This design comes from an exercise in tuning for small area on the open sky130 flow, not from production work. Function was checked by simulation only, so behaviour that the tests miss may differ from the original. Power figures rest on the tool's default switching activity, not on a simulated workload.

==> flow/design.v <==
module cnn_mac (input logic [7:0] a, input logic [7:0] b, input logic [19:0] acc,
                input logic clr, output logic [19:0] q);
    logic p1;
    logic p2;
    logic p3;
    logic p4;
    logic p5;
    logic p6;
    logic p7;
    logic p8;
    logic p9;
    logic p10;
    logic p11;
    logic p12;
    logic p13;
    logic p14;
    logic p15;
    logic p16;
    logic p17;
    logic p18;
    logic p19;
    logic p20;
    logic p21;
    logic p22;
    logic p23;
    logic p24;
    logic p25;
    logic p26;
    logic p27;
    logic p28;
    logic p29;
    logic p30;
    logic p31;
    logic p32;
    logic p33;
    logic p34;
    logic p35;
    logic p36;
    logic p37;
    logic p38;
    logic p39;
    logic p40;
    logic p41;
    logic p42;
    logic p43;
    logic p44;
    logic p45;
    logic p46;
    logic p47;
    logic p48;
    logic p49;
    logic p50;
    logic p51;
    logic p52;
    logic p53;
    logic p54;
    logic p55;
    logic p56;
    logic p57;
    logic p58;
    logic p59;
    logic p60;
    logic p61;
    logic p62;
    logic p63;
    logic p64;
    logic p65;
    logic p66;
    logic p67;
    logic p68;
    logic p69;
    logic p70;
    logic p71;
    logic p72;
    logic p73;
    logic p74;
    logic p75;
    logic p76;
    logic p77;
    logic p78;
    logic p79;
    logic p80;
    logic p81;
    logic p82;
    logic p83;
    logic p84;
    logic s85;
    logic c86;
    logic s87;
    logic c88;
    logic s89;
    logic c90;
    logic s91;
    logic c92;
    logic s93;
    logic c94;
    logic s95;
    logic c96;
    logic s97;
    logic c98;
    logic s99;
    logic c100;
    logic s101;
    logic c102;
    logic s103;
    logic c104;
    logic s105;
    logic c106;
    logic s107;
    logic c108;
    logic s109;
    logic c110;
    logic s111;
    logic c112;
    logic s113;
    logic c114;
    logic s115;
    logic c116;
    logic s117;
    logic c118;
    logic s119;
    logic c120;
    logic s121;
    logic c122;
    logic s123;
    logic c124;
    logic s125;
    logic c126;
    logic s127;
    logic c128;
    logic s129;
    logic c130;
    logic s131;
    logic c132;
    logic s133;
    logic c134;
    logic s135;
    logic c136;
    logic s137;
    logic c138;
    logic s139;
    logic c140;
    logic s141;
    logic c142;
    logic s143;
    logic c144;
    logic s145;
    logic c146;
    logic s147;
    logic c148;
    logic s149;
    logic c150;
    logic s151;
    logic c152;
    logic s153;
    logic c154;
    logic s155;
    logic c156;
    logic s157;
    logic c158;
    logic s159;
    logic c160;
    logic s161;
    logic c162;
    logic s163;
    logic c164;
    logic s165;
    logic c166;
    logic s167;
    logic c168;
    logic s169;
    logic c170;
    logic s171;
    logic c172;
    logic s173;
    logic c174;
    logic s175;
    logic c176;
    logic s177;
    logic c178;
    logic s179;
    logic c180;
    logic s181;
    logic c182;
    logic s183;
    logic c184;
    logic s185;
    logic c186;
    logic s187;
    logic c188;
    logic s189;
    logic c190;
    logic s191;
    logic c192;
    logic s193;
    logic c194;
    logic s195;
    logic c196;
    logic s197;
    logic c198;
    logic s199;
    logic c200;
    logic s201;
    logic c202;
    logic s203;
    logic c204;
    logic s205;
    logic c206;
    logic s207;
    logic c208;
    logic r209;
    logic rc210;
    logic r211;
    logic rc212;
    logic r213;
    logic rc214;
    logic r215;
    logic rc216;
    logic r217;
    logic rc218;
    logic r219;
    logic rc220;
    logic r221;
    logic rc222;
    logic r223;
    logic rc224;
    logic r225;
    logic rc226;
    logic r227;
    logic rc228;
    logic r229;
    logic rc230;
    logic r231;
    logic rc232;
    logic r233;
    logic rc234;
    logic r235;
    logic rc236;
    logic r237;
    logic rc238;
    logic r239;
    logic rc240;
    logic r241;
    logic rc242;
    logic r243;
    logic rc244;
    logic r245;
    logic rc246;
    logic r247;
    logic rc248;
    assign p1 = (a[0] & b[0]);
    assign p2 = (acc[0] & ~clr);
    assign p3 = (a[0] & b[1]);
    assign p4 = (a[1] & b[0]);
    assign p5 = (acc[1] & ~clr);
    assign p6 = (a[0] & b[2]);
    assign p7 = (a[1] & b[1]);
    assign p8 = (a[2] & b[0]);
    assign p9 = (acc[2] & ~clr);
    assign p10 = (a[0] & b[3]);
    assign p11 = (a[1] & b[2]);
    assign p12 = (a[2] & b[1]);
    assign p13 = (a[3] & b[0]);
    assign p14 = (acc[3] & ~clr);
    assign p15 = (a[0] & b[4]);
    assign p16 = (a[1] & b[3]);
    assign p17 = (a[2] & b[2]);
    assign p18 = (a[3] & b[1]);
    assign p19 = (a[4] & b[0]);
    assign p20 = (acc[4] & ~clr);
    assign p21 = (a[0] & b[5]);
    assign p22 = (a[1] & b[4]);
    assign p23 = (a[2] & b[3]);
    assign p24 = (a[3] & b[2]);
    assign p25 = (a[4] & b[1]);
    assign p26 = (a[5] & b[0]);
    assign p27 = (acc[5] & ~clr);
    assign p28 = (a[0] & b[6]);
    assign p29 = (a[1] & b[5]);
    assign p30 = (a[2] & b[4]);
    assign p31 = (a[3] & b[3]);
    assign p32 = (a[4] & b[2]);
    assign p33 = (a[5] & b[1]);
    assign p34 = (a[6] & b[0]);
    assign p35 = (acc[6] & ~clr);
    assign p36 = ~(a[0] & b[7]);
    assign p37 = (a[1] & b[6]);
    assign p38 = (a[2] & b[5]);
    assign p39 = (a[3] & b[4]);
    assign p40 = (a[4] & b[3]);
    assign p41 = (a[5] & b[2]);
    assign p42 = (a[6] & b[1]);
    assign p43 = (a[7] & b[0]);
    assign p44 = (acc[7] & ~clr);
    assign p45 = ~(a[1] & b[7]);
    assign p46 = (a[2] & b[6]);
    assign p47 = (a[3] & b[5]);
    assign p48 = (a[4] & b[4]);
    assign p49 = (a[5] & b[3]);
    assign p50 = (a[6] & b[2]);
    assign p51 = (a[7] & b[1]);
    assign p52 = (acc[8] & ~clr);
    assign p53 = ~(a[2] & b[7]);
    assign p54 = (a[3] & b[6]);
    assign p55 = (a[4] & b[5]);
    assign p56 = (a[5] & b[4]);
    assign p57 = (a[6] & b[3]);
    assign p58 = (a[7] & b[2]);
    assign p59 = (acc[9] & ~clr);
    assign p60 = ~(a[3] & b[7]);
    assign p61 = (a[4] & b[6]);
    assign p62 = (a[5] & b[5]);
    assign p63 = (a[6] & b[4]);
    assign p64 = (a[7] & b[3]);
    assign p65 = (acc[10] & ~clr);
    assign p66 = ~(a[4] & b[7]);
    assign p67 = (a[5] & b[6]);
    assign p68 = (a[6] & b[5]);
    assign p69 = (a[7] & b[4]);
    assign p70 = (acc[11] & ~clr);
    assign p71 = ~(a[5] & b[7]);
    assign p72 = (a[6] & b[6]);
    assign p73 = (a[7] & b[5]);
    assign p74 = (acc[12] & ~clr);
    assign p75 = ~(a[6] & b[7]);
    assign p76 = (a[7] & b[6]);
    assign p77 = (acc[13] & ~clr);
    assign p78 = ~(a[7] & b[7]);
    assign p79 = (acc[14] & ~clr);
    assign p80 = (acc[15] & ~clr);
    assign p81 = (acc[16] & ~clr);
    assign p82 = (acc[17] & ~clr);
    assign p83 = (acc[18] & ~clr);
    assign p84 = (acc[19] & ~clr);
    assign s85 = p36 ^ p37;
    assign c86 = p36 & p37;
    assign s87 = p21 ^ p22;
    assign c88 = p21 & p22;
    cnn_fa u_s89 (.x(p28), .y(p29), .z(p30), .s(s89), .c(c90));
    assign s91 = p31 ^ p32;
    assign c92 = p31 & p32;
    cnn_fa u_s93 (.x(p38), .y(p39), .z(p40), .s(s93), .c(c94));
    cnn_fa u_s95 (.x(p41), .y(p42), .z(p43), .s(s95), .c(c96));
    assign s97 = 1'b1 ^ p44;
    assign c98 = 1'b1 & p44;
    cnn_fa u_s99 (.x(p45), .y(p46), .z(p47), .s(s99), .c(c100));
    cnn_fa u_s101 (.x(p48), .y(p49), .z(p50), .s(s101), .c(c102));
    cnn_fa u_s103 (.x(p51), .y(p52), .z(c86), .s(s103), .c(c104));
    cnn_fa u_s105 (.x(p53), .y(p54), .z(p55), .s(s105), .c(c106));
    cnn_fa u_s107 (.x(p56), .y(p57), .z(p58), .s(s107), .c(c108));
    cnn_fa u_s109 (.x(p60), .y(p61), .z(p62), .s(s109), .c(c110));
    assign s111 = p10 ^ p11;
    assign c112 = p10 & p11;
    cnn_fa u_s113 (.x(p15), .y(p16), .z(p17), .s(s113), .c(c114));
    assign s115 = p18 ^ p19;
    assign c116 = p18 & p19;
    cnn_fa u_s117 (.x(p23), .y(p24), .z(p25), .s(s117), .c(c118));
    cnn_fa u_s119 (.x(p26), .y(p27), .z(s87), .s(s119), .c(c120));
    cnn_fa u_s121 (.x(p33), .y(p34), .z(p35), .s(s121), .c(c122));
    cnn_fa u_s123 (.x(c88), .y(s89), .z(s91), .s(s123), .c(c124));
    cnn_fa u_s125 (.x(s85), .y(c90), .z(c92), .s(s125), .c(c126));
    cnn_fa u_s127 (.x(s93), .y(s95), .z(s97), .s(s127), .c(c128));
    cnn_fa u_s129 (.x(c94), .y(c96), .z(c98), .s(s129), .c(c130));
    cnn_fa u_s131 (.x(s99), .y(s101), .z(s103), .s(s131), .c(c132));
    cnn_fa u_s133 (.x(p59), .y(c100), .z(c102), .s(s133), .c(c134));
    cnn_fa u_s135 (.x(c104), .y(s105), .z(s107), .s(s135), .c(c136));
    cnn_fa u_s137 (.x(p63), .y(p64), .z(p65), .s(s137), .c(c138));
    cnn_fa u_s139 (.x(c106), .y(c108), .z(s109), .s(s139), .c(c140));
    cnn_fa u_s141 (.x(p66), .y(p67), .z(p68), .s(s141), .c(c142));
    cnn_fa u_s143 (.x(p69), .y(p70), .z(c110), .s(s143), .c(c144));
    cnn_fa u_s145 (.x(p71), .y(p72), .z(p73), .s(s145), .c(c146));
    assign s147 = p6 ^ p7;
    assign c148 = p6 & p7;
    cnn_fa u_s149 (.x(p12), .y(p13), .z(p14), .s(s149), .c(c150));
    cnn_fa u_s151 (.x(p20), .y(c112), .z(s113), .s(s151), .c(c152));
    cnn_fa u_s153 (.x(c114), .y(c116), .z(s117), .s(s153), .c(c154));
    cnn_fa u_s155 (.x(c118), .y(c120), .z(s121), .s(s155), .c(c156));
    cnn_fa u_s157 (.x(c122), .y(c124), .z(s125), .s(s157), .c(c158));
    cnn_fa u_s159 (.x(c126), .y(c128), .z(s129), .s(s159), .c(c160));
    cnn_fa u_s161 (.x(c130), .y(c132), .z(s133), .s(s161), .c(c162));
    cnn_fa u_s163 (.x(c134), .y(c136), .z(s137), .s(s163), .c(c164));
    cnn_fa u_s165 (.x(c138), .y(c140), .z(s141), .s(s165), .c(c166));
    cnn_fa u_s167 (.x(p74), .y(c142), .z(c144), .s(s167), .c(c168));
    cnn_fa u_s169 (.x(p75), .y(p76), .z(p77), .s(s169), .c(c170));
    assign s171 = p3 ^ p4;
    assign c172 = p3 & p4;
    cnn_fa u_s173 (.x(p8), .y(p9), .z(s147), .s(s173), .c(c174));
    cnn_fa u_s175 (.x(s111), .y(c148), .z(s149), .s(s175), .c(c176));
    cnn_fa u_s177 (.x(s115), .y(c150), .z(s151), .s(s177), .c(c178));
    cnn_fa u_s179 (.x(s119), .y(c152), .z(s153), .s(s179), .c(c180));
    cnn_fa u_s181 (.x(s123), .y(c154), .z(s155), .s(s181), .c(c182));
    cnn_fa u_s183 (.x(s127), .y(c156), .z(s157), .s(s183), .c(c184));
    cnn_fa u_s185 (.x(s131), .y(c158), .z(s159), .s(s185), .c(c186));
    cnn_fa u_s187 (.x(s135), .y(c160), .z(s161), .s(s187), .c(c188));
    cnn_fa u_s189 (.x(s139), .y(c162), .z(s163), .s(s189), .c(c190));
    cnn_fa u_s191 (.x(s143), .y(c164), .z(s165), .s(s191), .c(c192));
    cnn_fa u_s193 (.x(s145), .y(c166), .z(s167), .s(s193), .c(c194));
    cnn_fa u_s195 (.x(c146), .y(c168), .z(s169), .s(s195), .c(c196));
    cnn_fa u_s197 (.x(p78), .y(p79), .z(c170), .s(s197), .c(c198));
    assign s199 = 1'b1 ^ p80;
    assign c200 = 1'b1 & p80;
    assign s201 = 1'b1 ^ p81;
    assign c202 = 1'b1 & p81;
    assign s203 = 1'b1 ^ p82;
    assign c204 = 1'b1 & p82;
    assign s205 = 1'b1 ^ p83;
    assign c206 = 1'b1 & p83;
    assign s207 = 1'b1 ^ p84;
    assign c208 = 1'b1 & p84;
    assign r209 = p1 ^ p2;
    assign rc210 = p1 & p2;
    cnn_fa u_r211 (.x(p5), .y(s171), .z(rc210), .s(r211), .c(rc212));
    cnn_fa u_r213 (.x(c172), .y(s173), .z(rc212), .s(r213), .c(rc214));
    cnn_fa u_r215 (.x(c174), .y(s175), .z(rc214), .s(r215), .c(rc216));
    cnn_fa u_r217 (.x(c176), .y(s177), .z(rc216), .s(r217), .c(rc218));
    cnn_fa u_r219 (.x(c178), .y(s179), .z(rc218), .s(r219), .c(rc220));
    cnn_fa u_r221 (.x(c180), .y(s181), .z(rc220), .s(r221), .c(rc222));
    cnn_fa u_r223 (.x(c182), .y(s183), .z(rc222), .s(r223), .c(rc224));
    cnn_fa u_r225 (.x(c184), .y(s185), .z(rc224), .s(r225), .c(rc226));
    cnn_fa u_r227 (.x(c186), .y(s187), .z(rc226), .s(r227), .c(rc228));
    cnn_fa u_r229 (.x(c188), .y(s189), .z(rc228), .s(r229), .c(rc230));
    cnn_fa u_r231 (.x(c190), .y(s191), .z(rc230), .s(r231), .c(rc232));
    cnn_fa u_r233 (.x(c192), .y(s193), .z(rc232), .s(r233), .c(rc234));
    cnn_fa u_r235 (.x(c194), .y(s195), .z(rc234), .s(r235), .c(rc236));
    cnn_fa u_r237 (.x(c196), .y(s197), .z(rc236), .s(r237), .c(rc238));
    cnn_fa u_r239 (.x(c198), .y(s199), .z(rc238), .s(r239), .c(rc240));
    cnn_fa u_r241 (.x(c200), .y(s201), .z(rc240), .s(r241), .c(rc242));
    cnn_fa u_r243 (.x(c202), .y(s203), .z(rc242), .s(r243), .c(rc244));
    cnn_fa u_r245 (.x(c204), .y(s205), .z(rc244), .s(r245), .c(rc246));
    cnn_fa u_r247 (.x(c206), .y(s207), .z(rc246), .s(r247), .c(rc248));
    assign q = {r247, r245, r243, r241, r239, r237, r235, r233, r231, r229, r227, r225, r223, r221, r219, r217, r215, r213, r211, r209};
endmodule
module cnn_fa (input logic x, input logic y, input logic z, output logic s, output logic c);
    assign s = x ^ y ^ z;
    assign c = (x & y) | (x & z) | (y & z);
endmodule
`timescale 1ns/1ns
module cnn_top
(
    input  logic        clk,
    input  logic        reset,
    input  logic        load_req,
    input  logic [15:0] load_cmd,        
    output logic        load_ack,
    input  logic        run_req,
    output logic        run_ack,
    output logic [81:0] result           
);
    localparam logic [2:0] S_IDLE  = 3'd0;
    localparam logic [2:0] S_WAIT  = 3'd1;
    localparam logic [2:0] S_CONV  = 3'd2;      
    localparam logic [2:0] S_CONV2 = 3'd3;      
    localparam logic [2:0] S_DENSE = 3'd4;
    localparam logic [2:0] S_FIN   = 3'd5;      
    localparam logic [2:0] S_ACK   = 3'd6;
    logic [2:0]  state;
    logic [5:0]  phi;
    logic [1:0]  ph;                         
    logic [1:0]  pl;                         
    logic [1:0]  cls;
    logic        wflag;                      
    logic [63:0][7:0] img;
    logic [8:0][7:0]  flt;
    logic [35:0][7:0] wts;
    logic [8:0][7:0]  fea;
    logic signed [19:0] scores [0:3];
    logic [1:0]  win_class;
    assign result = {win_class, scores[3], scores[2], scores[1], scores[0]};
    logic psi0;
    logic psi_end;
    logic t_last;                            
    assign psi0    = ph == 2'd0 && pl == 2'd0;
    assign psi_end = ph == 2'd2 && pl == 2'd2;
    assign t_last  = psi_end && cls == 2'd3 && phi == 6'd63;
    always_ff @(posedge clk or negedge reset)
    begin
        if (!reset)
        begin
            phi <= '0;
            ph  <= '0;
            pl  <= '0;
            cls <= '0;
        end
        else
        begin
            phi <= phi + 6'd1;
            if (pl == 2'd2)
            begin
                pl <= 2'd0;
                ph <= (ph == 2'd2) ? 2'd0 : ph + 2'd1;
            end
            else
            begin
                pl <= pl + 2'd1;
            end
            if (psi_end)
            begin
                cls <= cls + 2'd1;
            end
        end
    end
    logic [1:0] tgt;
    logic [5:0] addr;
    logic [7:0] din;
    logic [1:0] img_port;                    
    logic [1:0] a_q;                         
    logic [1:0] a_h;
    logic [1:0] a_l;
    logic       pending;
    logic       wr_ok;
    logic       ack_ok;
    logic       hit_img, hit_flt, hit_wts, ignored, we;
    assign tgt  = load_cmd[15:14];
    assign addr = load_cmd[13:8];
    assign din  = load_cmd[7:0];
    assign img_port = {addr[5] ^ ~phi[5] ^ (addr[4] & ~phi[4]), addr[4] ^ ~phi[4]};
    always_comb
    begin
        a_q = 2'd0;
        a_h = 2'd0;
        a_l = 2'd0;
        for (int i = 0; i < 36; i++)
        begin
            if (addr == 6'(i))
            begin
                a_q = 2'(i / 9);
                a_h = 2'((i % 9) / 3);
                a_l = 2'(i % 3);
            end
        end
    end
    assign hit_img = tgt == 2'd0 && addr[3:0] == phi[3:0];
    assign hit_flt = tgt == 2'd1 && addr < 6'd9 && a_h == ph && a_l == pl;
    assign hit_wts = tgt == 2'd2 && addr < 6'd36 && a_h == ph && a_l == pl;
    assign ignored = tgt == 2'd3 || (tgt == 2'd1 && addr >= 6'd9)
                     || (tgt == 2'd2 && addr >= 6'd36);
    assign pending = load_req && !load_ack;
    assign ack_ok  = state == S_IDLE && !run_req;
    assign wr_ok   = ack_ok || state == S_ACK;      
    assign we      = pending && wr_ok;
    always_ff @(posedge clk or negedge reset)
    begin
        if (!reset)
        begin
            load_ack <= 1'b0;
            wflag    <= 1'b0;
        end
        else
        begin
            wflag <= pending && (wflag || (we && (hit_img || hit_flt || hit_wts)));
            if (pending && ack_ok && (hit_img || hit_flt || hit_wts || ignored || wflag))
            begin
                load_ack <= 1'b1;
            end
            else if (!load_req)
            begin
                load_ack <= 1'b0;
            end
        end
    end
    always_ff @(posedge clk)
    begin
        for (int p = 0; p < 64; p++)
        begin
            img[p] <= img[(p + 1) % 64];
        end
        for (int m = 0; m < 4; m++)
        begin
            if (we && hit_img && img_port == 2'(m))
            begin
                img[16*m + 15] <= din;
            end
        end
    end
    always_ff @(posedge clk)
    begin
        for (int p = 0; p < 8; p++)
        begin
            flt[p] <= flt[p + 1];
        end
        flt[8] <= (we && hit_flt) ? din : flt[0];
    end
    always_ff @(posedge clk)
    begin
        for (int p = 0; p < 36; p++)
        begin
            wts[p] <= wts[(p + 1) % 36];
        end
        for (int m = 0; m < 4; m++)
        begin
            if (we && hit_wts && a_q - cls == 2'(m + 1))
            begin
                wts[9*m + 8] <= din;
            end
        end
    end
    logic [7:0]  opa;                        
    logic [7:0]  opb;                        
    logic signed [19:0] sum;                 
    logic dense;
    logic idle;                              
    logic hold;                              
    logic upd;                               
    assign dense = state == S_DENSE;
    assign idle  = (state == S_CONV && cls[0]) || (state == S_CONV2 && !cls[0]);
    assign hold  = idle || state == S_FIN || state == S_ACK;
    always_comb
    begin
        if (dense || idle)
        begin
            opa = fea[0];
        end
        else
        begin
            opa = (ph == 2'd0) ? img[0] : (ph == 2'd1) ? img[5] : img[10];
        end
        if (dense)
        begin
            opb = wts[0];
        end
        else if (hold)
        begin
            opb = upd ? 8'hff : 8'h00;
        end
        else
        begin
            opb = flt[0];
        end
    end
    cnn_mac u_mac (.a(opa), .b(opb), .acc(scores[3]), .clr(psi0 && !hold), .q(sum));
    always_ff @(posedge clk)
    begin
        scores[3] <= sum;
    end
    logic [5:0] slot_o;
    logic [3:0] tgt_g;
    logic       tgt_first;                   
    logic [7:0] relu;
    assign slot_o = phi - 6'd8;
    always_ff @(posedge clk)
    begin
        if (psi_end)
        begin
            tgt_g     <= {slot_o[5:4], slot_o[2:1]};
            tgt_first <= !slot_o[3] && !slot_o[0];
        end
    end
    assign upd  = idle && tgt_g == {ph, pl};
    assign relu = scores[3][19] ? 8'd0 : (|scores[3][18:8]) ? 8'd255 : scores[3][7:0];
    always_ff @(posedge clk)
    begin
        for (int p = 0; p < 8; p++)
        begin
            fea[p] <= fea[p + 1];
        end
        if (upd && (tgt_first || !sum[19]))
        begin
            fea[8] <= relu;
        end
        else
        begin
            fea[8] <= fea[0];
        end
    end
    logic       cmp;
    logic [1:0] cmp_cls;
    logic [19:0] nbest;                      
    logic [20:0] gtc;                        
    logic [19:0] ca;
    logic [19:0] cb;
    assign cmp     = (dense && psi0 && cls != 2'd0) || state == S_FIN;
    assign cmp_cls = cls - 2'd1;
    assign nbest   = ~((scores[0] & {20{win_class == 2'd0}}) | (scores[1] & {20{win_class == 2'd1}})
                       | (scores[2] & {20{win_class[1]}}));
    assign ca     = {~scores[3][19], scores[3][18:0]};
    assign cb     = {~nbest[19], nbest[18:0]};
    assign gtc[0] = 1'b0;
    for (genvar i = 0; i < 20; i++)
    begin : g_gt
        assign gtc[i + 1] = (ca[i] & cb[i]) | (ca[i] & gtc[i]) | (cb[i] & gtc[i]);
    end
    always_ff @(posedge clk)
    begin
        if (cmp)
        begin
            for (int q = 0; q < 3; q++)
            begin
                if (cmp_cls == 2'(q))
                begin
                    scores[q] <= scores[3];
                end
            end
            if (cmp_cls == 2'd0 || gtc[20])
            begin
                win_class <= cmp_cls;
            end
        end
    end
    always_ff @(posedge clk or negedge reset)
    begin
        if (!reset)
        begin
            state   <= S_IDLE;
            run_ack <= 1'b0;
        end
        else
        begin
            case (state)
                S_IDLE:
                begin
                    if (run_req)
                    begin
                        state <= S_WAIT;
                    end
                end
                S_WAIT:
                begin
                    if (t_last)
                    begin
                        state <= S_CONV;
                    end
                end
                S_CONV:
                begin
                    if (t_last)
                    begin
                        state <= S_CONV2;
                    end
                end
                S_CONV2:
                begin
                    if (t_last)
                    begin
                        state <= S_DENSE;
                    end
                end
                S_DENSE:
                begin
                    if (psi_end && cls == 2'd3)
                    begin
                        state <= S_FIN;
                    end
                end
                S_FIN:
                begin
                    state   <= S_ACK;
                    run_ack <= 1'b1;
                end
                default:
                begin
                    if (!run_req)
                    begin
                        state   <= S_IDLE;
                        run_ack <= 1'b0;
                    end
                end
            endcase
        end
    end
endmodule
==> flow/flow/run.sh <==
#!/bin/bash
set -euo pipefail
export BUFFER_PORTS_ARGS="-buffer_cell sky130_fd_sc_hd__buf_1"
export CTS_ARGS="-sink_clustering_enable -repair_clock_nets -dont_use_dummy_load -buf_list sky130_fd_sc_hd__clkbuf_8 -sink_clustering_size 18 -sink_clustering_max_diameter 60"
bash standard.sh > standard.log 2>&1
==> flow/standard.sh <==
#!/bin/bash
# synth_recipe.tcl (not shown) runs the flow's synth.tcl, then flattens the netlist and writes it again
# the make line also repeats each setting of config.mk as NAME=value (left out here)
make -C /OpenROAD-flow-scripts/flow DESIGN_CONFIG=/design/flow/config.mk WORK_HOME=/design/flow/orfs CLKGATE_MAP_FILE= SYNTH_SCRIPT=/design/flow/synth_recipe.tcl "${@:-finish}"
==> flow/config.mk <==
export PLATFORM = sky130hd
export DESIGN_NAME = cnn_top
export DESIGN_NICKNAME = cnn_top
export VERILOG_FILES = /design/flow/design.v
export SDC_FILE = /design/flow/constraint.sdc
export NUM_CORES = 4
export LEC_CHECK = 0
export CAP_MARGIN = 20
export CORE_MARGIN = 2
export CORE_UTILIZATION = 60
export SLEW_MARGIN = 20
==> flow/constraint.sdc <==
create_clock -name core_clock -period 10.0 [get_ports {clk}]
set_input_delay 2.0000 -clock core_clock [delete_from_list [all_inputs] [get_ports {clk}]]
set_output_delay 2.0000 -clock core_clock [all_outputs]
set_load 0.01 [all_outputs]
==> results of run 1 <==
[metrics by stage]
| step | hold WS, ns | utilization [%] | instance area [um^2] | instances |
|---|---|---|---|---|
| after detailed placement | 0.312 | 63.3 | 28500 | 2465 |
| final | 0.298 | 65.6 | 29600 | 2538 |
| after CTS | 0.296 | 65.5 | 29500 | 2536 |
| after global placement | 0.310 | 63.3 | 28500 | 2465 |
| after floorplan | 0.310 | - | 27300 | 1759 |
| after global routing | 0.295 | 65.6 | 29600 | 2537 |
[state kept, by name (all words and copies together), names as in the netlist, 2 cells and up]
| name | cells |
|---|---|
| ph | 2 |
| scores | 80 |
| fea | 72 |
| state | 3 |
| pl | 2 |
| wts | 288 |
| flt | 72 |
| phi | 6 |
| win_class | 2 |
| cls | 2 |
| tgt_g | 4 |
| img | 512 |
[final timing paths]
check / start / cells past startpoint / slack [ns] / endpoint
worst max-delay path: state[0] / 36 / 0.57 / fea[71]
worst min-delay path: img[50] / 0 / 0.30 / img[42]
worst max register to register: state[0] / 36 / 0.57 / fea[71]
worst min register to register: img[50] / 0 / 0.30 / img[42]
max in group asynchronous: reset / 1 / 8.29 / state[1]
min in group asynchronous: reset / 1 / 1.30 / ph[0]
[cell type report]
cell class	instances	area, um^2
multi-input combinational	607	5180
inverter	77	289
sequential	1049	21800
antenna	1	2.50
fill	3323	15500
clock buffer	71	977
timing repair buffer	133	613
tap	600	751
[per-layer routing]
metal	track usage [%]	routed length [um]	share of wire (%)
met1	28.1	21800	50
met4	6.92	1080	2.5
met2	28.4	18600	43
met5	0	10	0.023
met3	3.79	2040	4.7
[cell families after synthesis]
logic type / after synthesis / synth area share (%)
flops: 1049 / 79.8
buf+inv: 104 / 1.48
compound gates: 143 / 3.37
fa+ha+maj: 90 / 5.93
xor+xnor: 27 / 0.867
simple gates: 241 / 4.36
mux: 105 / 4.22
[power by group through the flow]
| stage | registers, mW | clock network, mW | logic, mW |
|---|---|---|---|
| 6_report | 4.39 | 1.78 | 0.493 |
| 5_1_grt | 4.41 | 2.01 | 0.564 |
| 4_1_cts | 4.39 | 1.85 | 0.495 |
| 3_5_place_dp | 4.49 | 0 | 0.493 |
| 3_3_place_gp | 4.48 | 0 | 0.485 |
| 2_1_floorplan | 4.47 | 0 | 0.330 |
[what timing repair did]
action / CTS / global route
pin swaps: 0 / 3
resized for setup: 2 / 12
endpoints found under the setup margin: 8 / 8
gates cloned: 0 / 1
hold buffers: 0 / 0
[critical path: cells and delay by family (launching register included)]
family / cells / cell delay, ns
AO/OA/AOI/OAI: 3 / 0.40
XOR/XNOR: 2 / 0.25
adder cells (fa/ha/maj): 18 / 6.40
buffers and inverters: 7 / 0.64
flip-flops: 1 / 0.48
AND/OR/NAND/NOR: 6 / 1.17
[layout by cell type (no fill, tap or decap), types with 5 or more instances in the layout]
cell and n:
or2_2 21, dfxtp_1 964, nor3_1 10, nand3_1 11
nor2b_1 7, buf_4 30, nand2b_1 23, edfxtp_1 67
xor2_1 8, xnor2_1 19, mux2i_1 25, inv_1 76
buf_1 102, nand2_1 51, a21oi_1 58, a211oi_1 9
dfrtp_1 17, o31ai_1 9, nand4_1 5, o21ai_0 18
clkbuf_8 71, and2_1 10, nor2_1 79, ha_1 18
maj3_1 5, mux2_2 80, fa_1 63
==> impl_metrics.tcl, run 1 <==
set metrics [dict create \
    start_kind "register" \
    dr.pass1.iters 5 \
    period_share_pct 94.3 \
    grt_max_degree 39 \
    fmax_ghz 0.106 \
    p_int_mw 5.15 \
    first_iter_violations 784 \
    drive_gt1_share_pct 11.7 \
    cap_viol_max_count 0 \
    htree_levels 3 \
    ys_top_cells_by_area "dfxtp_1 (71%), edfxtp_1 (7.4%), fa_1 (4.9%), mux2_2 (3.3%), dfrtp_1 (1.7%)" \
    grt_pass1_wl_mm 68.4 \
    async_flop_share_pct 1.72 \
    cp_slowest_stage_delay_ns 0.54 \
    clock_latency_ns 0.65 \
    yosys_warnings 3 \
    crit_required_ns 10.56 \
    synth-main-ff-cell "dfxtp_1" \
    crit_fanout 8 \
    worst_path_max_delay_cell "fa_1" \
    clock_path_buffers 3 \
    drc_errors 0 \
    leakagePower_nw 11.8 \
    fin_skew_ns 0.0689 \
    status "timing/DRC/antenna clean" \
    vias_per_cell 4.85 \
    drv_slew 0 \
    fin_nets 2044 \
    finalWorstSetupSlack_ns 0.566 \
    ir_worst_vdd_uv 181 \
    rows 78 \
    fin_crit_ns 9.43 \
    gr-total-overflow 0 \
    end_kind "register" \
    pwr-share-seq_pct 65.9 \
    gp_congestion 0.847 \
    synth_cell_types 59 \
    dp_hpwl_mm 29.2 \
    antenna_found_initial 4 \
    netlist.area_leader.share_pct 70.7 \
    swShare_pct 22.7 \
    clockRootBuffer "clkbuf_8" \
    die_h_um 217 \
    syn_to_final_growth_pct 8.42 \
    worst_pin_slew_ns 1.10 \
    place.port_buffers 103 \
    final_hold_viol_count 0 \
    avgSynthCellArea_um2 15.5 \
    grt_pass1_vias 12200 \
    cts_made_buffers 71 \
    die_w_um 217 \
    p_total_mw 6.66 \
    path_class "register to register" \
    postRouteAntennaNets 0 \
    core_area_um2 45100 \
    synth_seq_cells 1049 \
    min_path_type "register to register" \
    worstPathArrival_ns 10.00 \
    clkSinkCount 1049 \
    track_usage_pct 19.1 \
    design.die.area_um2 47200 \
    start_util_pct 60.5 \
    synth_edf_count 67 \
    vias 12300 \
    synth_nets 1864 \
    cpMostUsedCell "fa_1" \
    cts_tree "yes" \
    routed_wl_mm 43.5 \
    syn_area_um2 27300 \
    dp_slack_ns -0.0775 \
    io_pins 104 \
    relSlewSlack_pct 26.5 \
    wl_per_cell_um 17.1 \
    ys_seq_area_share_pct 79.8 \
    setup_viol 0 \
    synthCells 1759 \
    pwr-share-comb_pct 7.4 \
    post-cts-setup-buffers 0 \
    synth_most_common_cell "dfxtp_1" \
    synthTopCellsByCount "dfxtp_1 (964), mux2_2 (80), nor2_1 (79)" \
    power.density_nw_per_um2 225 \
    tns_ns 0 \
    yosys.area.top_type "dfxtp_1" \
    clkPwrFrac_pct 26.7 \
    clkSlewWorstSetupHoldPaths_ns 0.10 \
    p_sw_mw 1.51 \
]
==> run 2, diff against run 1 <==
--- a/flow/config.mk
+++ b/flow/config.mk
@@ -7,5 +7,5 @@
 export LEC_CHECK = 0
 export CAP_MARGIN = 20
 export CORE_MARGIN = 2
-export CORE_UTILIZATION = 60
+export CORE_UTILIZATION = 50
 export SLEW_MARGIN = 20
==> run 2 against run 1 <==
  * Setup slack got worse by 0.13 ns
  * Clock skew fell by 0.0086 ns
  * Critical path depth fell by 1
  * Wire length rose by 0.14%
  * Flip-flop and latch count did not move
  * Critical path type unchanged
  * Die area rose by 20%
==> impl_metrics.tcl, run 2 <==
set metrics [dict create \
    clockRootBuffer "clkbuf_8" \
    core_area_um2 53900 \
    drv_slew 0 \
    synthCells 1759 \
    crit_required_ns 10.50 \
    p_total_mw 6.67 \
    postRouteAntennaNets 0 \
    largest_register_ffs 512 \
    final_cell_mix "dfxtp_1 (964), buf_1 (102), mux2_2 (80), nor2_1 (78), inv_1 (77)" \
    drc_errors 0 \
    gp_congestion 0.833 \
    crit_buf_inv 6 \
    reg2reg_depth 35 \
    antenna_found_initial 5 \
    pwr-share-seq_pct 65.8 \
    ys_seq_area_share_pct 79.8 \
    dr.pass1.iters 5 \
    cpMostUsedCell "fa_1" \
    die_w_um 238 \
    period_share_pct 95.6 \
    clock_path_buffers 3 \
    async_flop_share_pct 1.72 \
    syn_area_um2 27300 \
    fin_crit_ns 9.56 \
    cp.depth 35 \
    ys_top_cells_by_area "dfxtp_1 (71%), edfxtp_1 (7.4%), fa_1 (4.9%), mux2_2 (3.3%), dfrtp_1 (1.7%)" \
    start_util_pct 50.6 \
    worst_pin_slew_ns 1.06 \
    p_sw_mw 1.52 \
    dp_hpwl_mm 29.0 \
    grt_pass1_vias 12300 \
    design.die.area_um2 56400 \
    vias 12300 \
    yosys.area.top_type "dfxtp_1" \
    cp_slowest_stage_delay_ns 0.49 \
    largestRegisters "img x512, wts x288, scores x80" \
    fin_skew_ns 0.0602 \
    routed_wl_mm 43.6 \
    synth_edf_count 67 \
    cap_viol_max_count 0 \
    power.density_nw_per_um2 224 \
    synth_seq_cells 1049 \
    synth_cell_types 59 \
    place.port_buffers 103 \
    relSlewSlack_pct 29.0 \
    setup_viol 0 \
    crit_fanout 16 \
    worst_path_max_delay_cell "fa_1" \
    cts_made_buffers 70 \
    die_h_um 238 \
    synth-main-ff-cell "dfxtp_1" \
    clkSinkCount 1049 \
    cp_top_family "adder cells" \
    synth_most_common_cell "dfxtp_1" \
    avgSynthCellArea_um2 15.5 \
    finalCoreUtilization_pct 55.1 \
    end_kind "register" \
    min_path_type "register to register" \
    cts_tree "yes" \
    clkSlewWorstSetupHoldPaths_ns 0.11 \
    grt_pass1_wl_mm 68.9 \
    synthTopCellsByCount "dfxtp_1 (964), mux2_2 (80), nor2_1 (79)" \
    antenna_cells 0 \
    final_common_cell "dfxtp_1" \
    gr-total-overflow 0 \
    yosys_warnings 3 \
    grt_max_degree 39 \
    hold_buffers 0 \
    pwr-share-comb_pct 7.6 \
    ir_worst_vdd_uv 139 \
    start_kind "register" \
    htree_levels 3 \
    clkPwrFrac_pct 26.6 \
    fin_nets 2045 \
    final_hold_viol_count 0 \
    first_iter_violations 562 \
    vias_per_cell 4.68 \
    clock_latency_ns 0.67 \
    netlist.area_leader.share_pct 70.7 \
    syn_to_final_growth_pct 8.98 \
    p_int_mw 5.15 \
    status "timing/DRC/antenna clean" \
    swShare_pct 22.8 \
    fmax_ghz 0.105 \
    track_usage_pct 15.9 \
    largest_register "img" \
    rows 85 \
    drive_gt1_share_pct 11.8 \
    synth_nets 1864 \
    path_class "register to register" \
    holdPathStages 0 \
    wl_per_cell_um 16.5 \
    worstPathArrival_ns 10.06 \
    io_pins 104 \
    leakagePower_nw 11.8 \
]
-- run 2: changes by cell type in the layout (fill, tap and decap cells not counted), sizes merged --
cell / before / now
buf: 132 / 135
clkbuf: 72 / 71
diode: 1 / 0
nand2: 53 / 52
-- run 2: worst paths after layout --
check / from / end / slack (ns)
max in group asynchronous: reset / state[0] / 8.34
worst min register to register: img[108] / img[100] / 0.27
worst max-delay path: cls[0] / fea[66] / 0.44
worst max register to register: cls[0] / fea[66] / 0.44
worst min-delay path: img[108] / img[100] / 0.27
min in group asynchronous: reset / state[2] / 1.28
-- run 2: stage by stage --
step	cells	setup WS, ns	setup TNS [ns]	instance area [um^2]	hold slack [ns]
2_1_floorplan	1759	0.0926	0	27300	0.310
3_3_place_gp	2562	0.118	0	28700	0.310
3_5_place_dp	2562	0.00943	0	28700	0.312
4_1_cts	2632	0.0518	0	29600	0.263
5_1_grt	2634	-0.0416	-0.187	29700	0.270
6_report	2634	0.436	0	29700	0.266
-- run 2: cell families (layout without fill, tap and decap cells) --
group                      after synthesis  in the layout  share of synthesized area (%)
adders and majority gates               90             90                           5.93
muxes                                  105            105                           4.22
AOI/OAI and AO/OA                      143            143                           3.37
DFF                                   1049           1049                           79.8
buffers and inverters                  104            283                           1.48
xor gates and xnor gates                27             27                          0.867
and+or+nand+nor                        241            241                           4.36
-- run 2: final cells by class --
| cell class | count | area [um^2] |
|---|---|---|
| fillers | 4360 | 24200 |
| flip-flops and latches | 1049 | 21800 |
| multi-input cells | 606 | 5190 |
| clock buffers | 70 | 963 |
| well taps | 696 | 871 |
| repair buffers | 136 | 647 |
| inverters | 77 | 289 |
-- run 2: repair_timing --
| action | 4_1_cts | 5_1_grt |
|---|---|---|
| buffers inserted | 0 | 1 |
| pin swaps | 0 | 3 |
| resized for setup | 1 | 18 |
| endpoints found under the setup margin | 8 | 8 |
-- run 2: power groups by stage --
| stage | Sequential [mW] | Combinational, mW | Clock (mW) |
|---|---|---|---|
| after floorplan | 4.47 | 0.330 | 0 |
| after global placement | 4.49 | 0.474 | 0 |
| after detailed placement | 4.50 | 0.484 | 0 |
| after CTS | 4.40 | 0.486 | 1.86 |
| after global routing | 4.41 | 0.577 | 2.01 |
| final | 4.39 | 0.504 | 1.78 |
-- run 2: layer usage --
layer,vias up,routed length (um),track usage [%]
li1,6032,-,-
met1,5915,21700,23.0
met2,271,18400,23.4
met3,103,2280,3.80
met4,8,1190,5.87
met5,-,49,0
==> run 3, diff against run 2 <==
==> flow/flow/run.sh (replaced) <==
#!/bin/bash
set -euo pipefail
export BUFFER_PORTS_ARGS="-buffer_cell sky130_fd_sc_hd__buf_1"
export CTS_ARGS="-sink_clustering_enable -repair_clock_nets -dont_use_dummy_load -buf_list sky130_fd_sc_hd__clkbuf_8 -sink_clustering_size 20 -sink_clustering_max_diameter 40"
bash standard.sh > standard.log 2>&1
--- a/flow/config.mk
+++ b/flow/config.mk
@@ -7,5 +7,5 @@
 export LEC_CHECK = 0
 export CAP_MARGIN = 20
 export CORE_MARGIN = 2
-export CORE_UTILIZATION = 50
+export CORE_UTILIZATION = 75
 export SLEW_MARGIN = 20
==> run 3 against run 2 <==
  * Still clean
  * Total power increased by 2.0%
  * Combinational power increased by 2%
  * Global-route usage increased by 12 points
  * Hold slack improved by 0.0030 ns
  * First-iteration DRC count increased by 38%
  * Clock-buffer cell count increased by 10
  * Cell count decreased by 8.6%
  * Largest cell class unchanged
  * Largest power group unchanged
  * Highest routed layer is now met4
==> impl_metrics.tcl, run 3 <==
set metrics [dict create \
    finalCoreUtilization_pct 82.9 \
    fin_nets 2053 \
    reg2reg_depth 36 \
    post-cts-setup-buffers 0 \
    syn_to_final_growth_pct 8.35 \
    p_total_mw 6.80 \
    design_area_um2 29600 \
    clkSinkCount 1049 \
    multi_input_area_um2 5200 \
    rows 69 \
    async_flop_share_pct 1.72 \
    setup_viol 0 \
    die_h_um 195 \
    worst_pin_slew_ns 1.15 \
    hold_path.startpoint "img[474]" \
    largest_register "img" \
    synth-main-ff-cell "dfxtp_1" \
    power.density_nw_per_um2 230 \
    wl_per_cell_um 21.1 \
    io_pins 104 \
    relSlewSlack_pct 23.5 \
    place.port_buffers 103 \
    yosys.area.top_type "dfxtp_1" \
    ys_seq_area_share_pct 79.8 \
    core_area_um2 35700 \
    period_share_pct 95.7 \
    fmax_ghz 0.105 \
    die_w_um 195 \
    instances_no_fill 2408 \
    holdPathEnd "img[466]" \
    grt_pass1_vias 13900 \
    worst_path_max_delay_cell "fa_1" \
    largestRegisters "img x512, wts x288, scores x80" \
    synthCells 1759 \
    path_class "register to register" \
    cp_slowest_stage_delay_ns 0.49 \
    grt_setup_unrepaired "false" \
    startpoint "state[0]" \
    synth_cell_types 59 \
    cap_viol_max_count 0 \
    crit_required_ns 10.53 \
    min_path_type "register to register" \
    clockRootBuffer "clkbuf_8" \
    holdPathStages 0 \
    place_area_um2 28400 \
    status "timing/DRC/antenna clean" \
    first_iter_violations 773 \
    r2r-start "state[0]" \
    vias_per_cell 5.39 \
    r2r_slack_ns 0.43 \
    design.die.area_um2 37900 \
    cts_tree "yes" \
    clock_path_buffers 3 \
    grt_pass1_wl_mm 79.3 \
    start_util_pct 76.5 \
    finalWorstSetupSlack_ns 0.431 \
    netlist.area_leader.share_pct 70.7 \
    cpMostUsedCell "fa_1" \
    start_kind "register" \
    drive_gt1_share_pct 12.0 \
    antenna_found_initial 1 \
    vias 13000 \
    clock_latency_ns 0.70 \
    syn_area_um2 27300 \
    fin_crit_ns 9.57 \
    dp_hpwl_mm 32.8 \
    final_hold_viol_count 0 \
    grt_max_degree 39 \
    gp_congestion 0.894 \
    placed_cells 2327 \
    cts_made_buffers 80 \
    final_cell_mix "dfxtp_1 (964), buf_1 (102), mux2_2 (80), clkbuf_8 (80), nor2_1 (78)" \
    drv_slew 0 \
    dp_slack_ns 0.0776 \
    largest_register_ffs 512 \
    end_kind "register" \
    avgSynthCellArea_um2 15.5 \
    tns_ns 0 \
    layout.area.seq_um2 21800 \
    crit_fanout 16 \
    synthTopCellsByCount "dfxtp_1 (964), mux2_2 (80), nor2_1 (79)" \
    track_usage_pct 27.9 \
    worstPathArrival_ns 10.10 \
    gr-total-overflow 0 \
    drc_errors 0 \
    r2r_end "fea[65]" \
    ys_top_cells_by_area "dfxtp_1 (71%), edfxtp_1 (7.4%), fa_1 (4.9%), mux2_2 (3.3%), dfrtp_1 (1.7%)" \
    postRouteAntennaNets 0 \
    yosys_warnings 3 \
    fin_skew_ns 0.123 \
    fillers 1622 \
    synth_seq_cells 1049 \
    leakagePower_nw 11.9 \
    holdWs_ns 0.269 \
    dr.pass1.iters 5 \
    final_common_cell "dfxtp_1" \
    clkSlewWorstSetupHoldPaths_ns 0.10 \
    ir_worst_vdd_uv 263 \
    htree_levels 3 \
    routed_wl_mm 50.9 \
    synth_edf_count 67 \
    synth_most_common_cell "dfxtp_1" \
    synth_nets 1864 \
]
[run 3: layout make-up]
| cell class | count | area share, % |
|---|---|---|
| sequential | 1049 | 73.6 |
| multi-input combinational | 606 | 17.6 |
| tap | 461 | 1.95 |
| inverter | 77 | 0.978 |
| clock buffer | 80 | 3.73 |
| timing repair buffer | 134 | 2.11 |
| antenna | 1 | 0.00847 |
[run 3: power by group]
group	switching [mW]	internal [mW]	total [mW]
sequential	0.0850	4.31	4.39
clock	1.18	0.718	1.89
combinational	0.312	0.203	0.516
total	1.57	5.23	6.80
[run 3: worst max-delay path: cells and delay by family (launching register included)]
kind	cells	cell delay, ns
simple gates	6	0.76
buf+inv	7	0.80
fa+ha+maj	18	6.87
compound gates	3	0.33
flops	1	0.38
xor+xnor	2	0.37
[run 3: what timing repair did]
item	CTS	global route
hold buffers	0	0
setup endpoints to repair	0	8
resized for setup	0	16
[run 3: worst max-delay path by stage]
stage	cells after the start	end	slack, ns
2_1_floorplan	36	fea[69]	0.09
3_5_place_dp	36	fea[70]	0.08
4_1_cts	36	fea[65]	0.07
5_1_grt	36	fea[65]	0.05
6_report	36	fea[65]	0.43
3_3_place_gp	35	fea[68]	0.20
[run 3: kinds of logic (layout without fill, tap and decap cells)]
family	Yosys count	count (layout)	share of synthesized area [%]
mux	105	105	4.22
compound gates	143	143	3.37
flops	1049	1049	79.8
other cells	0	1	0
xor+xnor	27	27	0.867
simple gates	241	241	4.36
fa+ha+maj	90	90	5.93
buf+inv	104	291	1.48
[run 3: routing by layer]
metal / global-route usage [%] / up-vias / share of wire (%)
met5: 0 / - / 0
met3: 4.79 / 118 / 4.8
met4: 9.06 / 0 / 2.8
li1: - / 6062 / -
met1: 37.3 / 6337 / 43
met2: 47.3 / 458 / 49
==> run 4, diff against run 3 <==
--- a/flow/design.v
+++ b/flow/design.v
@@ -637,14 +637,8 @@
     logic       tgt_first;                   
     logic [7:0] relu;
     assign slot_o = phi - 6'd8;
-    always_ff @(posedge clk)
-    begin
-        if (psi_end)
-        begin
-            tgt_g     <= {slot_o[5:4], slot_o[2:1]};
-            tgt_first <= !slot_o[3] && !slot_o[0];
-        end
-    end
+    assign tgt_g     = scores[2][3:0];
+    assign tgt_first = scores[2][4];
     assign upd  = idle && tgt_g == {ph, pl};
     assign relu = scores[3][19] ? 8'd0 : (|scores[3][18:8]) ? 8'd255 : scores[3][7:0];
     always_ff @(posedge clk)
@@ -681,6 +675,11 @@
     end
     always_ff @(posedge clk)
     begin
+        if ((state == S_CONV || state == S_CONV2) && psi_end)
+        begin
+            scores[2][3:0] <= {slot_o[5:4], slot_o[2:1]};
+            scores[2][4]   <= !slot_o[3] && !slot_o[0];
+        end
         if (cmp)
         begin
             for (int q = 0; q < 3; q++)
==> flow/flow/run.sh (replaced) <==
#!/bin/bash
set -euo pipefail
export BUFFER_PORTS_ARGS="-buffer_cell sky130_fd_sc_hd__buf_1"
export CTS_ARGS="-sink_clustering_enable -repair_clock_nets -dont_use_dummy_load -buf_list sky130_fd_sc_hd__clkbuf_8 -sink_clustering_size 18 -sink_clustering_max_diameter 60"
bash standard.sh > standard.log 2>&1
--- a/flow/config.mk
+++ b/flow/config.mk
@@ -7,5 +7,5 @@
 export LEC_CHECK = 0
 export CAP_MARGIN = 20
 export CORE_MARGIN = 2
-export CORE_UTILIZATION = 75
+export CORE_UTILIZATION = 60
 export SLEW_MARGIN = 20
==> run 4 against run 3 <==
  * Combinational power up 18%
  * Hold slack improved by 0.013 ns
  * Flip-flop and latch count decreased by 5
  * Register-to-register slack worse by 0.13 ns
  * Die area rose by 25%
  * Wire length fell by 10%
  * Setup slack worse by 0.13 ns
  * Sequential power up 1%
  * Critical endpoint is now fea[69]
==> impl_metrics.tcl, run 4 <==
set metrics [dict create \
    status "timing/DRC/antenna clean" \
    worst_path_max_delay_cell "fa_1" \
    r2r_slack_ns 0.30 \
    antenna_found_initial 1 \
    worstPathArrival_ns 10.21 \
    synthCells 1782 \
    startpoint "cls[0]" \
    path_class "register to register" \
    vias_per_cell 4.86 \
    netlist.area_leader.share_pct 71.0 \
    leakagePower_nw 11.9 \
    ir_worst_vdd_uv 178 \
    crit_required_ns 10.50 \
    cp_slowest_stage_delay_ns 0.49 \
    track_usage_pct 20.0 \
    synth_edf_count 57 \
    final_cell_mix "dfxtp_1 (969), buf_1 (102), mux2_2 (91), inv_1 (81), nor2_1 (72)" \
    worst_pin_slew_ns 0.996 \
    cap_viol_max_count 0 \
    io_pins 104 \
    cts_made_buffers 69 \
    cpMostUsedCell "fa_1" \
    finalWorstSetupSlack_ns 0.297 \
    fin_nets 2081 \
    end_kind "register" \
    power.density_nw_per_um2 228 \
    grt_pass1_vias 12500 \
    first_iter_violations 677 \
    wl_per_cell_um 17.7 \
    synthTopCellsByCount "dfxtp_1 (969), mux2_2 (91), inv_1 (81)" \
    drc_errors 0 \
    core_area_um2 45200 \
    reg2reg_depth 32 \
    hold_buffers 0 \
    start_kind "register" \
    synth_seq_cells 1044 \
    drive_gt1_share_pct 13.5 \
    p_total_mw 6.79 \
    clock_path_buffers 3 \
    gp_congestion 0.882 \
    ys_seq_area_share_pct 78.9 \
    clockRootBuffer "clkbuf_8" \
    synth_nets 1887 \
    dr.pass1.iters 5 \
    syn_to_final_growth_pct 8.94 \
    design.die.area_um2 47300 \
    crit_fanout 9 \
    holdWs_ns 0.282 \
    fmax_ghz 0.103 \
    grt_pass1_wl_mm 71.1 \
    min_path_type "register to register" \
    die_w_um 217 \
    r2r-start "cls[0]" \
    start_util_pct 60.5 \
    gr-total-overflow 0 \
    rows 78 \
    postRouteAntennaNets 0 \
    dp_slack_ns -0.106 \
    clkSinkCount 1044 \
    largest_register "img" \
    dp_hpwl_mm 30.9 \
    drv_slew 0 \
    synth_cell_types 65 \
    synth_most_common_cell "dfxtp_1" \
    die_h_um 217 \
    period_share_pct 97.0 \
    fin_crit_ns 9.70 \
    largestRegisters "img x512, wts x288, scores x80" \
    setup_viol 0 \
    relSlewSlack_pct 33.4 \
    syn_area_um2 27300 \
    place.port_buffers 103 \
    async_flop_share_pct 1.72 \
    avgSynthCellArea_um2 15.3 \
    r2r_end "fea[69]" \
    largest_register_ffs 512 \
    fillers 3318 \
    vias 12500 \
    fin_skew_ns 0.0668 \
    yosys_warnings 3 \
    routed_wl_mm 45.6 \
    htree_levels 3 \
    clkSlewWorstSetupHoldPaths_ns 0.11 \
    synth-main-ff-cell "dfxtp_1" \
    grt_setup_unrepaired "false" \
    cts_tree "yes" \
    clock_latency_ns 0.66 \
    endpoint "fea[69]" \
    yosys.area.top_type "dfxtp_1" \
    ys_top_cells_by_area "dfxtp_1 (71%), edfxtp_1 (6.3%), fa_1 (4.9%), mux2_2 (3.7%), dfrtp_1 (1.6%)" \
    final_hold_viol_count 0 \
    final_common_cell "dfxtp_1" \
    grt_max_degree 34 \
]
[run 4: cell count changes in the layout (fill, tap and decap cells not counted), moves of 5 or more]
cell	previous run	this run
edfxtp_1	67	57
o31ai_1	9	3
buf_4	30	52
mux2_2	80	91
nand2b_1	23	15
or2_2	21	26
dfxtp_1	964	969
clkbuf_8	80	69
nor2_1	78	72
[run 4: worst min path at each step]
stage | start | depth (start not counted) | end
2_1_floorplan | fea[8] | 0 | fea[0]
3_3_place_gp | fea[33] | 0 | fea[25]
3_5_place_dp | flt[12] | 0 | flt[4]
4_1_cts | fea[52] | 0 | fea[44]
5_1_grt | fea[52] | 0 | fea[44]
6_report | fea[52] | 0 | fea[44]
[run 4: cells by family after synthesis]
| logic type | Yosys count | share of synthesized area, % |
|---|---|---|
| AOI/OAI and AO/OA | 154 | 3.58 |
| muxes | 119 | 4.77 |
| and+or+nand+nor | 236 | 4.44 |
| xor gates and xnor gates | 27 | 0.865 |
| adders and majority gates | 88 | 5.84 |
| buffers and inverters | 114 | 1.62 |
| DFF | 1044 | 78.9 |
[run 4: power by group]
part	switching (mW)	leakage, nW	internal, mW
combinational	0.357	2.90	0.251
sequential	0.110	8.55	4.33
clock	1.12	0.496	0.624
total	1.59	11.9	5.20
[run 4: final cells by class]
type / instances / area (um^2) / share of cell area, %
sequential: 1044 / 21600 / 72.4
tap: 600 / 751 / 2.52
inverter: 81 / 304 / 1.02
antenna: 1 / 2.50 / 0.00840
multi-input combinational: 625 / 5440 / 18.3
timing repair buffer: 155 / 778 / 2.61
clock buffer: 69 / 950 / 3.19
[run 4: critical path: cells and delay by family (launching register included)]
kind            cells  cell delay (ns)
flops               1             0.42
simple gates        3             0.63
fa+ha+maj          18             6.88
compound gates      4             0.82
buf+inv             5             0.44
xor+xnor            1             0.09
mux                 1             0.29
[run 4: per-stage QoR]
stage	instances	setup TNS (ns)	utilization, %	cell area, um^2
final	2575	0	65.9	29800
after global routing	2575	0	65.9	29800
after CTS	2568	0	65.7	29700
after detailed placement	2499	-0.782	63.5	28700
after global placement	2499	-0.0973	63.5	28700
after floorplan	1782	0	-	27400
[run 4: metal layers]
metal | up-vias | GRT usage, % | part of all wire [%]
li1 | 6133 | - | -
met1 | 6066 | 29.0 | 49
met2 | 243 | 30.7 | 45
met3 | 68 | 3.68 | 3.8
met4 | 0 | 6.30 | 2.4
met5 | - | 0 | 0
[run 4: what timing repair did]
action / in CTS / in global routing
cloned: 0 / 1
buffers inserted: 0 / 5
pin swaps: 0 / 3
resized for setup: 2 / 16
endpoints found under the setup margin: 8 / 8
==> run 5, diff against run 4 <==
--- a/flow/design.v
+++ b/flow/design.v
@@ -503,9 +503,10 @@
     logic [5:0] addr;
     logic [7:0] din;
     logic [1:0] img_port;                    
-    logic [1:0] a_q;                         
-    logic [1:0] a_h;
-    logic [1:0] a_l;
+    logic [3:0] psi;
+    logic [5:0] a_d;                         
+    logic       a_hit;                       
+    logic [1:0] a_q;
     logic       pending;
     logic       wr_ok;
     logic       ack_ok;
@@ -514,24 +515,13 @@
     assign addr = load_cmd[13:8];
     assign din  = load_cmd[7:0];
     assign img_port = {addr[5] ^ ~phi[5] ^ (addr[4] & ~phi[4]), addr[4] ^ ~phi[4]};
-    always_comb
-    begin
-        a_q = 2'd0;
-        a_h = 2'd0;
-        a_l = 2'd0;
-        for (int i = 0; i < 36; i++)
-        begin
-            if (addr == 6'(i))
-            begin
-                a_q = 2'(i / 9);
-                a_h = 2'((i % 9) / 3);
-                a_l = 2'(i % 3);
-            end
-        end
-    end
+    assign psi   = {ph, 1'b0} + 4'(ph) + 4'(pl);
+    assign a_d   = addr - 6'(psi);
+    assign a_hit = a_d == 6'd0 || a_d == 6'd9 || a_d == 6'd18 || a_d == 6'd27;
+    assign a_q   = a_d[4:3];
     assign hit_img = tgt == 2'd0 && addr[3:0] == phi[3:0];
-    assign hit_flt = tgt == 2'd1 && addr < 6'd9 && a_h == ph && a_l == pl;
-    assign hit_wts = tgt == 2'd2 && addr < 6'd36 && a_h == ph && a_l == pl;
+    assign hit_flt = tgt == 2'd1 && a_d == 6'd0;
+    assign hit_wts = tgt == 2'd2 && addr < 6'd36 && a_hit;
     assign ignored = tgt == 2'd3 || (tgt == 2'd1 && addr >= 6'd9)
                      || (tgt == 2'd2 && addr >= 6'd36);
     assign pending = load_req && !load_ack;
==> run 5 against run 4 <==
  * Flip-flop and latch count unchanged
  * Clock-buffer cell count up 1
  * Critical path depth is 1 higher
  * Design area fell by 0.98%
  * Register-to-register slack better by 0.15 ns
  * Clock skew rose by 0.047 ns
  * Critical path type unchanged
==> impl_metrics.tcl, run 5 <==
set metrics [dict create \
    grt_max_degree 39 \
    post-cts-setup-buffers 0 \
    routed_wl_mm 43.5 \
    hold_buffers 0 \
    clkSinkCount 1044 \
    final_hold_viol_count 0 \
    status "timing/DRC/antenna clean" \
    grt_pass1_wl_mm 68.7 \
    gp_congestion 0.844 \
    largestRegisters "img x512, wts x288, scores x80" \
    use_met1_pct 28.0 \
    place.port_buffers 103 \
    synth_edf_count 57 \
    io_pins 104 \
    antenna_found_initial 1 \
    antenna_cells 0 \
    ys_top_cells_by_area "dfxtp_1 (71%), edfxtp_1 (6.3%), fa_1 (5.1%), mux2_2 (3.3%), dfrtp_1 (1.7%)" \
    fin_crit_ns 9.56 \
    dp_hpwl_mm 30.3 \
    synth_cell_types 69 \
    fin_skew_ns 0.114 \
    period_share_pct 95.6 \
    htree_levels 3 \
    drive_gt1_share_pct 12.0 \
    start_kind "register" \
    cts_resized 0 \
    fin_nets 2038 \
    yosys_warnings 3 \
    cp_slowest_stage_delay_ns 0.49 \
    setup_viol 0 \
    grtUsageMet2_pct 29.3 \
    min_path_type "register to register" \
    met3_usage_pct 3.82 \
    end_kind "register" \
    synthTopCellsByCount "dfxtp_1 (969), inv_1 (81), mux2_2 (81)" \
    avgSynthCellArea_um2 15.6 \
    cts_made_buffers 70 \
    largest_register_ffs 512 \
    largest_register "img" \
    async_flop_share_pct 1.72 \
    clock_latency_ns 0.67 \
    clock_path_buffers 3 \
    grt-busiest-layer "met2" \
    gr-total-overflow 0 \
    dr.pass1.iters 5 \
    synth-main-ff-cell "dfxtp_1" \
    finalCoreUtilization_pct 65.4 \
    synth_nets 1862 \
    drv_slew 0 \
    synthCells 1748 \
    die_h_um 217 \
    ys_seq_area_share_pct 79.1 \
    syn_area_um2 27300 \
    yosys.area.top_type "dfxtp_1" \
    fillers 3347 \
    wl_per_cell_um 17.2 \
    design.die.area_um2 47200 \
    r2r_slack_ns 0.44 \
    rows 78 \
    crit_fanout 10 \
    start_util_pct 60.5 \
    path_class "register to register" \
    postRouteAntennaNets 0 \
    cpMostUsedCell "fa_1" \
    worst_path_max_delay_cell "fa_1" \
    worst_pin_slew_ns 1.08 \
    relSlewSlack_pct 28.1 \
    grt_setup_unrepaired "false" \
    final_cell_mix "dfxtp_1 (969), buf_1 (103), inv_1 (81), mux2_2 (81), clkbuf_8 (70)" \
    worstPathArrival_ns 10.07 \
    track_usage_pct 19.1 \
    leakagePower_nw 11.8 \
    synth_seq_cells 1044 \
    crit_required_ns 10.51 \
    syn_to_final_growth_pct 8.17 \
    fmax_ghz 0.105 \
    final_common_cell "dfxtp_1" \
    core_area_um2 45100 \
    first_iter_violations 714 \
    grt_pass1_vias 12200 \
    power.density_nw_per_um2 216 \
    cts_tree "yes" \
    die_w_um 217 \
    netlist.area_leader.share_pct 71.2 \
    clkSlewWorstSetupHoldPaths_ns 0.11 \
    vias 12100 \
    tns_ns 0 \
    cap_viol_max_count 0 \
    drc_errors 0 \
    synth_most_common_cell "dfxtp_1" \
    vias_per_cell 4.78 \
    ir_worst_vdd_uv 164 \
    clockRootBuffer "clkbuf_8" \
]
run 5: final cells by class:
| class | count | area, um^2 | share of cell area (%) |
|---|---|---|---|
| well taps | 600 | 751 | 2.55 |
| inverters | 81 | 304 | 1.03 |
| multi-input cells | 595 | 5290 | 17.9 |
| flip-flops and latches | 1044 | 21600 | 73.1 |
| clock buffers | 70 | 963 | 3.27 |
| repair buffers | 132 | 612 | 2.07 |
run 5: critical path: cells and delay by family, from the launching register on:
kind / cells / cell delay (ns)
fa+ha+maj: 18 / 6.52
simple gates: 4 / 0.86
buf+inv: 6 / 0.66
flops: 1 / 0.47
compound gates: 3 / 0.43
mux: 1 / 0.34
xor+xnor: 1 / 0.09
run 5: kinds of logic after synthesis:
logic type	share of synthesized area, %
DFF	79.1
AOI/OAI and AO/OA	3.12
buffers and inverters	1.54
muxes	4.60
and+or+nand+nor	4.06
xor gates and xnor gates	1.12
adders and majority gates	6.47
run 5: worst paths after layout:
path,start,to,depth (start not counted)
worst max-delay path,state[1],fea[67],33
worst min-delay path,img[64],img[56],0
min in group asynchronous,reset,phi[5],1
max in group asynchronous,reset,ph[0],2
worst min register to register,img[64],img[56],0
worst max register to register,state[1],fea[67],33
run 5: report_power, final:
part | internal, mW | total (mW) | leakage (nW) | switching, mW
combinational | 0.108 | 0.257 | 2.79 | 0.150
clock | 0.632 | 1.76 | 0.503 | 1.12
sequential | 4.27 | 4.35 | 8.55 | 0.0810
run 5: layer usage:
layer	routed length, um	share of wire, %	up-vias
li1	-	-	5959
met3	1710	3.9	74
met1	21800	50	5801
met2	19000	44	222
met4	988	2.3	0
met5	0	0	-
run 5: through the flow:
stage	std cells	instance area (um^2)	hold WS, ns	power [mW]	setup WS [ns]
floorplan	1748	27300	0.310	4.58	0.655
global placement	2451	28500	0.309	4.69	0.462
detailed placement	2452	28500	0.312	4.70	0.306
CTS	2522	29500	0.286	6.44	0.263
global route	2522	29500	0.293	6.63	0.00929
finish	2522	29500	0.295	6.36	0.443
==> run 6, diff against run 5 <==
--- a/flow/design.v
+++ b/flow/design.v
@@ -446,8 +446,7 @@
     output logic        run_ack,
     output logic [81:0] result           
 );
-    localparam logic [2:0] S_IDLE  = 3'd0;
-    localparam logic [2:0] S_WAIT  = 3'd1;
+    localparam logic [2:0] S_IDLE  = 3'd0;      
     localparam logic [2:0] S_CONV  = 3'd2;      
     localparam logic [2:0] S_CONV2 = 3'd3;      
     localparam logic [2:0] S_DENSE = 3'd4;
@@ -685,26 +684,19 @@
             end
         end
     end
+    assign run_ack = state == S_ACK;
     always_ff @(posedge clk or negedge reset)
     begin
         if (!reset)
         begin
             state   <= S_IDLE;
-            run_ack <= 1'b0;
         end
         else
         begin
             case (state)
                 S_IDLE:
                 begin
-                    if (run_req)
-                    begin
-                        state <= S_WAIT;
-                    end
-                end
-                S_WAIT:
-                begin
-                    if (t_last)
+                    if (run_req && t_last)
                     begin
                         state <= S_CONV;
                     end
@@ -732,15 +724,13 @@
                 end
                 S_FIN:
                 begin
-                    state   <= S_ACK;
-                    run_ack <= 1'b1;
+                    state <= S_ACK;
                 end
                 default:
                 begin
                     if (!run_req)
                     begin
-                        state   <= S_IDLE;
-                        run_ack <= 1'b0;
+                        state <= S_IDLE;
                     end
                 end
             endcase
==> flow/flow/run.sh (replaced) <==
#!/bin/bash
set -euo pipefail
export BUFFER_PORTS_ARGS="-buffer_cell sky130_fd_sc_hd__buf_1"
export CTS_ARGS="-sink_clustering_enable -repair_clock_nets -dont_use_dummy_load -buf_list sky130_fd_sc_hd__clkbuf_8 -sink_clustering_size 20 -sink_clustering_max_diameter 45"
bash standard.sh > standard.log 2>&1
==> run 6 against run 5 <==
  * Design area about the same
  * Synthesized cell count decreased by 0.51%
  * Core utilization increased by 1.0 points
  * Non-clock buffer count increased by 6
  * Cell count decreased by 0.12%
  * Maximum frequency about the same
  * Hold slack got worse by 0.025 ns
  * Critical path depth unchanged
  * First-iteration DRC count decreased by 2.1%
  * Synthesized area decreased by 0.46%
  * Largest power group unchanged
  * Total power increased by 7.0%
  * Clock-buffer cell count increased by 5
==> impl_metrics.tcl, run 6 <==
set metrics [dict create \
    dp_slack_ns 0.0543 \
    track_usage_pct 19.2 \
    worst_path_max_delay_cell "fa_1" \
    start_util_pct 61.1 \
    synth_compound_area_share_pct 2.91 \
    design_area_um2 29500 \
    fin_nets 2041 \
    fin_crit_ns 9.57 \
    reg2reg_depth 33 \
    cts_tree "yes" \
    relSlewSlack_pct 35.7 \
    crit_required_ns 10.48 \
    core_area_um2 44400 \
    synth_top_family_by_area "adder cells" \
    cpMostUsedCell "fa_1" \
    status "timing/DRC/antenna clean" \
    cp_slowest_stage_delay_ns 0.54 \
    synth_seq_cells 1043 \
    r2r-start "cls[0]" \
    async_flop_share_pct 1.63 \
    vias 12100 \
    place_area_um2 28400 \
    clkSlewWorstSetupHoldPaths_ns 0.10 \
    final_common_cell "dfxtp_1" \
    finalWorstSetupSlack_ns 0.435 \
    clkSinkCount 1043 \
    instances_no_fill 2519 \
    period_share_pct 95.7 \
    holdPathEnd "flt[27]" \
    crit_fanout 8 \
    p_sw_mw 1.58 \
    avgSynthCellArea_um2 15.6 \
    clock_path_buffers 3 \
    gp_congestion 0.843 \
    start_kind "register" \
    clockRootBuffer "clkbuf_8" \
    vias_per_cell 4.82 \
    syn_to_final_growth_pct 8.72 \
    yosys_warnings 3 \
    synth_nets 1853 \
    grt_max_degree 25 \
    final_hold_viol_count 0 \
    htree_levels 3 \
    ys_top_cells_by_area "dfxtp_1 (71%), edfxtp_1 (6.3%), fa_1 (5.1%), mux2_2 (2.1%), dfrtp_1 (1.6%)" \
    holdPathStages 0 \
    rows 77 \
    clock_latency_ns 0.68 \
    r2r_slack_ns 0.43 \
    largestRegisters "img x512, wts x288, scores x80" \
    p_total_mw 6.80 \
    ir_worst_vdd_uv 198 \
    worstPathArrival_ns 10.05 \
    antenna_found_initial 2 \
    swShare_pct 23.2 \
    r2r_end "fea[71]" \
    ys_seq_area_share_pct 79.4 \
    pwr-share-seq_pct 65.2 \
    postRouteAntennaNets 0 \
    leakagePower_nw 12.0 \
    drc_errors 0 \
    synth_xor_area_share_pct 0.950 \
    synth_most_common_cell "dfxtp_1" \
    largest_register "img" \
    synth-simple-area-share_pct 3.80 \
    synth-main-ff-cell "dfxtp_1" \
    syn_area_um2 27100 \
    grt_pass1_vias 12100 \
    placed_cells 2439 \
    synth_edf_count 57 \
    grt_pass1_wl_mm 68.5 \
    setup_viol 0 \
]
run 6: cell type report:
class | instances | area [um^2]
sequential | 1043 | 21500
antenna | 2 | 5.00
tap | 592 | 741
multi-input combinational | 591 | 5240
timing repair buffer | 138 | 653
clock buffer | 75 | 1030
inverter | 78 | 293
fill | 3249 | 14900
run 6: layer usage:
metal  wire length (um)  global-route usage (%)
met5                 13                       0
met1              21100                    27.1
met3               1920                    4.35
met2              19200                    29.4
met4               1380                    7.03
run 6: worst max path at each step:
| stage | startpoint | endpoint | depth (start not counted) |
|---|---|---|---|
| global route | cls[0] | fea[71] | 33 |
| detailed placement | state[1] | fea[67] | 31 |
| finish | cls[0] | fea[71] | 33 |
| floorplan | cls[0] | fea[64] | 34 |
| global placement | state[1] | fea[67] | 31 |
| CTS | state[1] | fea[71] | 31 |
run 6: repair_timing:
| item | in CTS | in global routing |
|---|---|---|
| setup endpoints to repair | 0 | 8 |
| buffers inserted | 0 | 1 |
| endpoints found under the hold margin | 0 | 0 |
| resized for setup | 0 | 19 |
run 6: cell families (layout without fill, tap and decap cells):
kind of cell / after synthesis / in the layout
AND/OR/NAND/NOR: 213 / 213
adder cells (fa/ha/maj): 100 / 100
flip-flops: 1043 / 1043
buffers and inverters: 105 / 291
XOR/XNOR: 27 / 27
multiplexers: 117 / 117
other: 0 / 2
AO/OA/AOI/OAI: 134 / 134
run 6: power by group through the flow:
stage | registers (mW) | clock network [mW] | logic [mW]
global placement | 4.53 | 0 | 0.544
global route | 4.46 | 2.03 | 0.646
detailed placement | 4.53 | 0 | 0.552
finish | 4.44 | 1.81 | 0.560
CTS | 4.44 | 1.88 | 0.555
floorplan | 4.49 | 0 | 0.353
run 6: worst max-delay path, delay by kind of cell, from the launching register on:
kind / cells / cell delay, ns
multiplexers: 1 / 0.28
adder cells (fa/ha/maj): 18 / 6.55
AND/OR/NAND/NOR: 2 / 0.37
buffers and inverters: 6 / 0.52
XOR/XNOR: 1 / 0.07
flip-flops: 1 / 0.46
AO/OA/AOI/OAI: 5 / 1.18

Check on run 6: ideal ports give 0.435 ns setup slack; a clkbuf_16 on the clock port and buf_2 on the inputs give 0.435 ns; moving port delays by the midpoint clock arrival (0.690 ns) as well gives 0.435 ns.
